Source: an optimization exercise on an open RTL-to-GDS flow (aim: small area and a short achievable clock period). Production flows keep margins and buffers that such runs may drop.
The RTL was checked by simulation tests, not by an equivalence proof against the original design.
Power is estimated from default activity; no workload was simulated.

==> flow/design.v (excerpt) <==
module out_layer_top (
	input  logic                                  clk,
	input  logic                                  rst_n_i,
	input  logic [out_layer_pkg::CYC_W-1:0]       cycle_index_i,   
	input  logic                                  cycle_clk_i,     
	input  logic [2*out_layer_pkg::LANES*out_layer_pkg::FIX_WIDTH-1:0] fwd_i,  
	input  logic [out_layer_pkg::LANES-1:0]       ans_i,           
	output logic [out_layer_pkg::LANES*out_layer_pkg::FIX_WIDTH-1:0] del_o,  
	output logic [out_layer_pkg::LANES-1:0]       ans_o            
);
	localparam int FW = out_layer_pkg::FIX_WIDTH;
	localparam int LW = out_layer_pkg::LANES_W;
	logic                              blk_ok;     
	logic                              ans_ok;     
	logic [out_layer_pkg::LANES-1:0]   ans_dly;    
	logic [LW-1:0]                     del_calc;   
	delta_bank_ctrl i_delta_bank_ctrl (
		.clk           (clk),
		.rst_n_i       (rst_n_i),
		.cycle_index_i (cycle_index_i),
		.blk_ok_o      (blk_ok),
		.ans_ok_o      (ans_ok)
	);
  ...
export LEC_CHECK = 0
export CAP_MARGIN = 20
export CORE_MARGIN = 2
export CORE_UTILIZATION = 75
export CTS_CLUSTER_DIAMETER = 80
export CTS_CLUSTER_SIZE = 30
export PLACE_DENSITY = 0.85
export SLEW_MARGIN = 20
export TNS_END_PERCENT = 0
create_clock -name core_clock -period 10.0 [get_ports {clk}]
standard.sh (not shown) runs the stock make flow with config.mk's settings and CLKGATE_MAP_FILE= SYNTH_SCRIPT=/design/flow/synth_recipe.tcl, a recipe that flattens the netlist after the stock synthesis.
==> flow/flow/run.sh <==
#!/bin/bash
# Standard ORFS layout (the standard.sh) with these changes to how it is made:
#  - synthesis skips the generic "abc -fast" pass inside yosys synth (SYNTH_ARGS=-noabc), so the
#    full adders written in the RTL reach extract_fa as written; the registers (names, count
#    and cell types) are the same as the standard synthesis gives;
#  - port buffers are buf_2 cells instead of the resizer's default pick (a delay cell);
#  - repair_timing aims for more setup slack than the 10 ns clock needs, so the layout is
#    pushed towards the shortest period it can reach. Constraints and period are unchanged.
set -euo pipefail
bash standard.sh \
  SYNTH_ARGS=-noabc \
  'BUFFER_PORTS_ARGS=-buffer_cell sky130_fd_sc_hd__buf_2' \
  SETUP_SLACK_MARGIN=7 \
  finish > orfs_make.log 2>&1
Then changed:
==> flow/flow/run.sh (replaced) <==
#!/bin/bash
# Standard ORFS layout (the standard.sh) with these changes to how it is made:
#  - synthesis skips the generic "abc -fast" pass inside yosys synth (SYNTH_ARGS=-noabc), so the
#    full adders written in the RTL reach extract_fa as written; the registers (names, count
#    and cell types) are the same as the standard synthesis gives;
#  - port buffers are buf_1 cells instead of the resizer's default pick (a delay cell);
#  - repair_timing aims for more setup slack than the 10 ns clock needs, so the layout is
#    pushed towards the shortest period it can reach. Constraints and period are unchanged.
set -euo pipefail
bash standard.sh \
  SYNTH_ARGS=-noabc \
  'BUFFER_PORTS_ARGS=-buffer_cell sky130_fd_sc_hd__buf_1' \
  SETUP_SLACK_MARGIN=7 \
  finish > orfs_make.log 2>&1
Settings changed: CORE_UTILIZATION 75 to 80, PLACE_DENSITY 0.85 to 0.9.
=>
- The changed run finished with timing, DRC and antenna clean
- critical path depth goes up by 6
- total power goes up by 1.8%
- final area goes down by 1.0%
- count of clock-buffer cells in the layout goes down by 1
- routed wire length goes up by 4.6%
- area after synthesis does not change
- worst setup slack got worse by 0.086 ns
- utilization goes up by 4.9 points

--- another note on this design; it stands on its own ---

==> build 58 <==
## out_layer_top
module out_layer_top (
	input  logic                                  clk,
	input  logic                                  rst_n_i,
	input  logic [out_layer_pkg::CYC_W-1:0]       cycle_index_i,   
	input  logic                                  cycle_clk_i,     
	input  logic [2*out_layer_pkg::LANES*out_layer_pkg::FIX_WIDTH-1:0] fwd_i,  
	input  logic [out_layer_pkg::LANES-1:0]       ans_i,           
	output logic [out_layer_pkg::LANES*out_layer_pkg::FIX_WIDTH-1:0] del_o,  
	output logic [out_layer_pkg::LANES-1:0]       ans_o            
);
clock: 10.0 ns
lec_check: 0
cap_margin: 20
core_margin: 2
core_utilization: 65
place_density: 0.75
slew_margin: 20
standard.sh (not shown) runs the stock make flow with config.mk's settings and CLKGATE_MAP_FILE= SYNTH_SCRIPT=/design/flow/synth_recipe.tcl, a recipe that flattens the netlist after the stock synthesis.
==> flow/flow/run.sh <==
#!/bin/bash
# Standard ORFS layout with two changes to how it is made:
#  - port buffers are buf_2 cells instead of the resizer's default pick (a delay cell);
#  - repair_timing aims for more setup slack than the 10 ns clock needs, so the layout is
#    pushed towards the shortest period it can reach. Constraints and period are unchanged.
set -euo pipefail
bash standard.sh \
  'BUFFER_PORTS_ARGS=-buffer_cell sky130_fd_sc_hd__buf_2' \
  SETUP_SLACK_MARGIN=7 \
  finish > orfs_make.log 2>&1
==> build 85: changes against build 58 <==
--- a/flow/flow/run.sh
+++ b/flow/flow/run.sh
@@ -1,3 +1,6 @@
 #!/bin/bash
-# Standard ORFS layout with two changes to how it is made:
+# Standard ORFS layout (the standard.sh) with these changes to how it is made:
+#  - synthesis skips the generic "abc -fast" pass inside yosys synth (SYNTH_ARGS=-noabc), so the
+#    full adders written in the RTL reach extract_fa as written; the registers (names, count
+#    and cell types) are the same as the standard synthesis gives;
 #  - port buffers are buf_2 cells instead of the resizer's default pick (a delay cell);
@@ -7,2 +10,3 @@
 bash standard.sh \
+  SYNTH_ARGS=-noabc \
   'BUFFER_PORTS_ARGS=-buffer_cell sky130_fd_sc_hd__buf_2' \
==> summary.txt <==
Result of the run: build 58 no timing/DRC/antenna violations; build 85 no timing/DRC/antenna violations
Xor-xnor portion of the synthesized cell area: build 58 12.8%; build 85 13.0%
Routed length on met1: build 58 40000 µm; build 85 39200 µm
Wire length of the first global-routing pass: build 58 152000 µm; build 85 151000 µm
Worst EP arrival: build 58 3720 ps; build 85 3810 ps
Total Die Area: build 58 0.0665 mm²; build 85 0.0653 mm²
Power share of the combinational group: build 58 52.9%; build 85 53.1%
Sequential cell area fraction in the yosys report: build 58 35.1%; build 85 35.7%
Final worst clock skew: build 58 28.9 ps; build 85 24.3 ps
Share of the synthesized area in the top cell type: build 58 35.1%; build 85 35.7%
Global router's overall resource usage: build 58 28.1%; build 85 28.3%
Routed WL per cell: build 58 18.9 µm; build 85 20.2 µm
Vias per cell: build 58 5.79; build 85 5.98
Power density normalized to cell area: build 58 299 mW/mm²; build 85 308 mW/mm²
Fraction of the cycle the final worst path needs: build 58 32.4%; build 85 32.7%
Share of synthesized area spent on multiplexers: build 58 0.275%; build 85 0.444%
Final worst path period need: build 58 3240 ps; build 85 3270 ps
Critical path's largest stage delay: build 58 560 ps; build 85 440 ps

-- separate check: timing with driven ports --
Ports are ideal in the flow. The routed layouts listed here were re-timed in OpenROAD.
Step 1: set_driving_cell puts a clkbuf_16 on clk and a buf_2 on each other input, an assumption about the parent block.
Step 2 moves the port delays by t, midway between the first and last clock arrival at a register: inputs arrive t later, outputs are due t later. That takes back most of the time a late clock gives input paths.
a / b / c = ideal ports / drivers / drivers and shift; a / b = the first two.
run	shift t [ns]	setup slack, ns	worst hold slack (ns)
the first run of note 1	0.678	6.866 / 6.802 / 6.478	0.316 / 0.316 / 0.316
the second run of note 1	0.681	6.780 / 6.771 / 6.406	0.321 / 0.321 / 0.321
build 58	0.673	6.761 / 6.761 / 6.584	0.315 / 0.315 / 0.315
build 85	0.671	6.727 / 6.727 / 6.547	0.310 / 0.310 / 0.310
After both steps setup and hold are still met in every run listed. The setup slack of the first run of note 1, which loses most, moves by -0.064 ns with the drivers and by -0.388 ns with both steps.
